Source: an optimization exercise on an open RTL-to-GDS flow (aim: small area, a short achievable clock period and few clock cycles per item). Production flows keep margins and buffers that such runs may drop.
No activity file was given, so power comes from the tool's default toggle rates.

## before
==> flow/design.v <==
package lsra_pkg;
  localparam int MAX_REGS_DEF = 16;
  localparam int VAR_W      = 16;
  localparam int POINT_W    = 16;
  localparam int SLOT_W     = 16;
  localparam int REG_IDX_W  = 4;
  localparam int NUM_REGS_W = 5;
  localparam int CFG_AW = 3;
  localparam int CFG_DW = 32;
  localparam logic [NUM_REGS_W-1:0] NUM_REGS_RST = NUM_REGS_W'(16);
  localparam logic [SLOT_W-1:0]     SLOT_MAX     = '1;
  typedef enum logic [CFG_AW-3:0] {
    REG_NUM_REGS = 1'b0
  } cfg_reg_t;
  typedef struct packed {
    logic [VAR_W-1:0]     out_var;
    logic                 spilled;
    logic [REG_IDX_W-1:0] reg_index;
    logic [SLOT_W-1:0]    stack_slot;
    logic                 last;
  } result_t;
endpackage
module lsra_cfg (
  input  logic                                 clk,
  input  logic                                 rst_n,
  input  logic                                 psel,
  input  logic                                 penable,
  input  logic                                 pwrite,
  input  logic [lsra_pkg::CFG_AW-1:0]          paddr,
  input  logic [lsra_pkg::CFG_DW-1:0]          pwdata,
  output logic [lsra_pkg::CFG_DW-1:0]          prdata,
  output logic                                 pready,
  output logic [lsra_pkg::NUM_REGS_W-1:0]      num_regs
);
  logic [lsra_pkg::NUM_REGS_W-1:0] num_regs_r;
  logic [lsra_pkg::NUM_REGS_W-1:0] num_regs_nxt;
  logic [lsra_pkg::CFG_AW-3:0]     word;
  logic                            wr_en;
  assign pready   = 1'b1;
  assign word     = paddr[lsra_pkg::CFG_AW-1:2];
  assign wr_en    = psel & penable & pwrite;
  assign num_regs = num_regs_r;
  always_comb begin
    num_regs_nxt = num_regs_r;
    if (wr_en && (word == lsra_pkg::REG_NUM_REGS)) begin
      num_regs_nxt = pwdata[lsra_pkg::NUM_REGS_W-1:0];
    end
  end
  always_ff @(posedge clk) begin
    if (!rst_n) begin
      num_regs_r <= lsra_pkg::NUM_REGS_RST;
    end else begin
      num_regs_r <= num_regs_nxt;
    end
  end
  logic [lsra_pkg::NUM_REGS_W-1:0] rd_r;
  logic [lsra_pkg::NUM_REGS_W-1:0] rd_nxt;
  always_comb begin
    unique case (word)
      lsra_pkg::REG_NUM_REGS: rd_nxt = rst_n ? num_regs_nxt : lsra_pkg::NUM_REGS_RST;
      default:                rd_nxt = '0;
    endcase
  end
  always_ff @(posedge clk) begin
    rd_r <= rd_nxt;
  end
  assign prdata = lsra_pkg::CFG_DW'(rd_r);
endmodule
module lsra_ctrl #(
  parameter int MAX_REGS = lsra_pkg::MAX_REGS_DEF
) (
  input  logic                            clk,
  input  logic                            rst_n,
  input  logic [lsra_pkg::NUM_REGS_W-1:0] num_regs,
  input  logic                            in_valid,
  output logic                            in_ready,
  input  logic [lsra_pkg::VAR_W-1:0]      in_var_id,
  input  logic [lsra_pkg::POINT_W-1:0]    in_start_point,
  input  logic [lsra_pkg::POINT_W-1:0]    in_end_point,
  output logic                            out_valid,
  input  logic                            out_ready,
  output logic [lsra_pkg::VAR_W-1:0]      out_var,
  output logic                            out_spilled,
  output logic [lsra_pkg::REG_IDX_W-1:0]  out_reg_index,
  output logic [lsra_pkg::SLOT_W-1:0]     out_stack_slot,
  output logic                            out_last
);
  localparam int N   = 16;
  localparam int VW  = lsra_pkg::VAR_W;
  localparam int EPW = lsra_pkg::POINT_W;
  localparam int SW  = lsra_pkg::SLOT_W;
  localparam int QW  = VW + 2 + SW;
  logic           va_r;
  logic [VW-1:0]  avar_r;
  logic [EPW-1:0] astart_r;
  logic [EPW-1:0] aend_r;
  logic           vb_r;
  logic [VW-1:0]  bvar_r;
  logic [EPW-1:0] bend_r;
  logic [N-1:0]   vx_r;    
  logic [N-1:0]   gx_r;    
  logic [N-1:0]   valid_r;
  logic [EPW-1:0] tend_r [N];
  logic [VW-1:0]  tvar_r [N];
  logic [3:0]     rank_r [N];
  logic [N-1:0]   pw_r;
  logic [3:0]     pq_r;
  logic           ptop_r;
  logic [3:0]     er [N];
  logic [N-1:0]   valid_nx;
  logic [SW-1:0]  slot_r;
  logic [SW-1:0]  slot_inc;
  logic           pend2_r;
  logic [VW-1:0]  r2var_r;
  logic           hv_r, sv_r;
  logic [QW-1:0]  head_r, skid_r;
  logic           go, fire2, push, pop, move_ab, take;
  logic [N-1:0]   vexp, avail, below, gq, rg_oh, top_oh, w_oh;
  logic           grant, steal, spill, tg;
  logic [3:0]     rg, top;
  logic [3:0]     qnew;
  logic [VW-1:0]  top_var;
  logic [QW-1:0]  res;
  logic [N-1:0]   as_cmp, ae_cmp;
  logic           byp_s, byp_e;
  assign slot_inc = (slot_r == lsra_pkg::SLOT_MAX) ? slot_r : slot_r + 1'b1;
  assign go       = vb_r & ~pend2_r & ~sv_r;
  assign fire2    = pend2_r & ~sv_r;
  assign push     = go | fire2;
  assign pop      = hv_r & out_ready;
  assign move_ab  = va_r & (~vb_r | go);
  assign in_ready = ~va_r | ~vb_r | (~pend2_r & ~sv_r);
  assign take     = in_valid & in_ready;
  always_comb begin
    for (int r = 0; r < N; r++) begin
      below[r]  = 5'(r) < num_regs;
      er[r]     = pw_r[r] ? pq_r : rank_r[r];
      top_oh[r] = pw_r[r] ? ptop_r : (valid_r[r] & (rank_r[r] == 4'd0));
    end
  end
  assign vexp  = vx_r;
  assign avail = ~vexp & below;
  assign rg_oh = avail & (~avail + 1'b1);
  assign grant = |avail;
  assign gq    = gx_r;
  assign tg    = |(gq & top_oh);
  assign steal = ~grant & tg;
  assign spill = ~grant & ~tg;
  assign w_oh  = grant ? rg_oh : (tg ? top_oh : '0);
  assign valid_nx = go ? (vexp | rg_oh) : valid_r;
  always_comb begin
    rg = '0;
    for (int r = N - 1; r >= 0; r--) begin
      if (avail[r]) rg = 4'(r);
    end
  end
  always_comb begin
    top     = '0;
    top_var = '0;
    for (int r = 0; r < N; r++) begin
      top     = top | ({4{top_oh[r]}} & 4'(r));
      top_var = top_var | ({VW{top_oh[r]}} & tvar_r[r]);
    end
  end
  logic [N-1:0] cnt_t, rk_t;
  always_comb begin
    logic [N-1:0] x;
    logic         a, b;
    x = gq;
    for (int k = 2; k <= N; k = k * 2) begin
      for (int j = k / 2; j > 0; j = j / 2) begin
        for (int i = 0; i < N; i++) begin
          if (((i ^ j) > i)) begin
            a = x[i];
            b = x[i ^ j];
            if ((i & k) == 0) begin
              x[i]     = a | b;
              x[i ^ j] = a & b;
            end else begin
              x[i]     = a & b;
              x[i ^ j] = a | b;
            end
          end
        end
      end
    end
    cnt_t = x;
  end
  assign rk_t = grant ? cnt_t : {1'b0, cnt_t[N-1:1]};
  always_comb begin
    qnew[3] = rk_t[7];
    qnew[2] = (rk_t[3] & ~rk_t[7]) | rk_t[11];
    qnew[1] = (rk_t[1] & ~rk_t[3]) | (rk_t[5] & ~rk_t[7]) | (rk_t[9] & ~rk_t[11]) | rk_t[13];
    qnew[0] = (rk_t[0] & ~rk_t[1]) | (rk_t[2] & ~rk_t[3]) | (rk_t[4] & ~rk_t[5]) |
              (rk_t[6] & ~rk_t[7]) | (rk_t[8] & ~rk_t[9]) | (rk_t[10] & ~rk_t[11]) |
              (rk_t[12] & ~rk_t[13]) | rk_t[14];
  end
  always_comb begin
    if (grant)      res = {bvar_r, 1'b0, 1'b1, 12'd0, rg};
    else if (steal) res = {bvar_r, 1'b0, 1'b0, 12'd0, top};
    else            res = {bvar_r, 1'b1, 1'b1, slot_r};
    if (!go)        res = {r2var_r, 1'b1, 1'b1, slot_r};
  end
  always_comb begin
    for (int r = 0; r < N; r++) begin
      as_cmp[r] = tend_r[r] > astart_r;
      ae_cmp[r] = tend_r[r] > aend_r;
    end
  end
  assign byp_s = bend_r > astart_r;
  assign byp_e = bend_r > aend_r;
  always_ff @(posedge clk) begin
    if (!rst_n) begin
      va_r    <= 1'b0;
      vb_r    <= 1'b0;
      valid_r <= '0;
      pw_r    <= '0;
      slot_r  <= '0;
      pend2_r <= 1'b0;
      hv_r    <= 1'b0;
      sv_r    <= 1'b0;
    end else begin
      if (take)         va_r <= 1'b1;
      else if (move_ab) va_r <= 1'b0;
      if (move_ab)      vb_r <= 1'b1;
      else if (go)      vb_r <= 1'b0;
      if (go) begin
        pw_r    <= w_oh;
        valid_r <= valid_nx;
        pend2_r <= steal;
        if (spill) slot_r <= slot_inc;
      end else if (fire2) begin
        pend2_r <= 1'b0;
        slot_r  <= slot_inc;
      end
      if (pop) begin
        if (sv_r) begin
          sv_r <= 1'b0;
        end else begin
          hv_r <= push;
        end
      end else if (push) begin
        if (hv_r) sv_r <= 1'b1;
        else      hv_r <= 1'b1;
      end
    end
  end
  always_ff @(posedge clk) begin
    if (take) begin
      avar_r   <= in_var_id;
      astart_r <= in_start_point;
      aend_r   <= in_end_point;
    end
    if (move_ab) begin
      bvar_r <= avar_r;
      bend_r <= aend_r;
      for (int r = 0; r < N; r++) begin
        vx_r[r] <= valid_nx[r] & ((go && w_oh[r]) ? byp_s : as_cmp[r]);
        gx_r[r] <= valid_nx[r] & ((go && w_oh[r]) ? byp_s & byp_e : as_cmp[r] & ae_cmp[r]);
      end
    end
    if (go && steal) r2var_r <= top_var;
    if (pop) begin
      if (sv_r)      head_r <= skid_r;
      else if (push) head_r <= res;
    end else if (push) begin
      if (hv_r) skid_r <= res;
      else      head_r <= res;
    end
  end
  always_ff @(posedge clk) begin
    for (int r = 0; r < N; r++) begin
      if (go && w_oh[r]) begin
        tend_r[r] <= bend_r;
        tvar_r[r] <= bvar_r;
      end
      if (go) begin
        if (grant)      rank_r[r] <= er[r] + {3'd0, ~gq[r]};
        else if (steal) rank_r[r] <= er[r] - {3'd0, gq[r]};
        else            rank_r[r] <= er[r];
      end
    end
    if (go) begin
      pq_r   <= qnew;
      ptop_r <= grant ? ~cnt_t[0] : ~cnt_t[1];
    end
  end
  assign out_valid      = hv_r;
  assign out_var        = head_r[QW-1 -: VW];
  assign out_spilled    = head_r[SW+1];
  assign out_last       = head_r[SW];
  assign out_reg_index  = head_r[SW+1] ? 4'd0 : head_r[3:0];
  assign out_stack_slot = head_r[SW+1] ? head_r[SW-1:0] : '0;
endmodule
module linear_scan_register_allocator_unit #(
  parameter int MAX_REGS = lsra_pkg::MAX_REGS_DEF
) (
  input  logic                        clk,
  input  logic                        rst_n,
  input  logic                        in_valid,
  output logic                        in_ready,
  input  logic [lsra_pkg::VAR_W-1:0]   in_var_id,
  input  logic [lsra_pkg::POINT_W-1:0] in_start_point,
  input  logic [lsra_pkg::POINT_W-1:0] in_end_point,
  output logic                        out_valid,
  input  logic                        out_ready,
  output logic [lsra_pkg::VAR_W-1:0]   out_var,
  output logic                        out_spilled,
  output logic [lsra_pkg::REG_IDX_W-1:0] out_reg_index,
  output logic [lsra_pkg::SLOT_W-1:0]  out_stack_slot,
  output logic                        out_last,
  input  logic                        psel,
  input  logic                        penable,
  input  logic                        pwrite,
  input  logic [lsra_pkg::CFG_AW-1:0] paddr,
  input  logic [lsra_pkg::CFG_DW-1:0] pwdata,
  output logic [lsra_pkg::CFG_DW-1:0] prdata,
  output logic                        pready
);
  logic [lsra_pkg::NUM_REGS_W-1:0] num_regs;
  lsra_cfg u_cfg (
    .clk      (clk),
    .rst_n    (rst_n),
    .psel     (psel),
    .penable  (penable),
    .pwrite   (pwrite),
    .paddr    (paddr),
    .pwdata   (pwdata),
    .prdata   (prdata),
    .pready   (pready),
    .num_regs (num_regs)
  );
  lsra_ctrl #(
    .MAX_REGS (MAX_REGS)
  ) u_ctrl (
    .clk      (clk),
    .rst_n    (rst_n),
    .num_regs (num_regs),
    .in_valid       (in_valid),
    .in_ready       (in_ready),
    .in_var_id      (in_var_id),
    .in_start_point (in_start_point),
    .in_end_point   (in_end_point),
    .out_valid      (out_valid),
    .out_ready      (out_ready),
    .out_var        (out_var),
    .out_spilled    (out_spilled),
    .out_reg_index  (out_reg_index),
    .out_stack_slot (out_stack_slot),
    .out_last       (out_last)
  );
endmodule
Settings: LEC_CHECK=0, CAP_MARGIN=20, CORE_MARGIN=2, CORE_UTILIZATION=40, SETUP_SLACK_MARGIN=4.5, SLEW_MARGIN=20; clock period 8.0 ns.
run.sh (not shown) runs the stock make flow with config.mk's settings and CLKGATE_MAP_FILE= SYNTH_SCRIPT=/design/flow/synth_recipe.tcl, a recipe that flattens the netlist after the stock synthesis.
The following lists how after was set up differently from before:
--- a/flow/design.v
+++ b/flow/design.v
@@ -50,24 +50,18 @@
     if (!rst_n) begin
       num_regs_r <= lsra_pkg::NUM_REGS_RST;
     end else begin
       num_regs_r <= num_regs_nxt;
     end
   end
-  logic [lsra_pkg::NUM_REGS_W-1:0] rd_r;
-  logic [lsra_pkg::NUM_REGS_W-1:0] rd_nxt;
   always_comb begin
     unique case (word)
-      lsra_pkg::REG_NUM_REGS: rd_nxt = rst_n ? num_regs_nxt : lsra_pkg::NUM_REGS_RST;
-      default:                rd_nxt = '0;
+      lsra_pkg::REG_NUM_REGS: prdata = lsra_pkg::CFG_DW'(num_regs_r);
+      default:                prdata = '0;
     endcase
   end
-  always_ff @(posedge clk) begin
-    rd_r <= rd_nxt;
-  end
-  assign prdata = lsra_pkg::CFG_DW'(rd_r);
 endmodule
 module lsra_ctrl #(
   parameter int MAX_REGS = lsra_pkg::MAX_REGS_DEF
 ) (
   input  logic                            clk,
   input  logic                            rst_n,
Findings:
- The count of vias placed by the detailed router in after sits about 2.2% below the value recorded for before.
- Looking at sum of met2 wire segment lengths after detailed routing, after sits below before.
- Cmp before and after / synthesized cell area / lower: after
- Area fraction in compound gates after synthesis: after vs before up 0.16 points
- Multi-input gate share of the layout cell area of after is on par with before.
- Comparing before and after, the higher post-detailed-route wirelength per cell is on before.
- Summary of after over before: overall track demand over capacity in global routing went down; power consumption went down.
Function was not checked in any run of this note: the RTL went through the layout flow alone.

-- what the ideal ports hide --
Ports are ideal in the flow. The routed layouts listed here were re-timed in OpenROAD. Step 1: set_driving_cell puts a clkbuf_16 on clk and a buf_2 on each other input, an assumption about the parent block. Step 2 moves the port delays by t, midway between the first and last clock arrival at a register: inputs arrive t later, outputs are due t later. That takes back most of the time a late clock gives input paths. Three values: no drivers, after step 1, after step 2; two values: the first two.
run | shift t [ns] | slack for setup (ns) | slew at the worst register clock pin (ns) | worst data-port slew with drivers (ns) | cell pins on the clock port's net
before | 0.750 | 4.482 / 4.450 / 4.339 | 0.06 / 0.06 | 0.07 | 1
after | 0.744 | 4.457 / 4.417 / 4.417 | 0.07 / 0.07 | 0.05 | 1
After both steps every run listed still meets setup and hold. For before, which loses most, drivers alone change the setup slack by -0.032 ns; drivers and shift together by -0.143 ns.
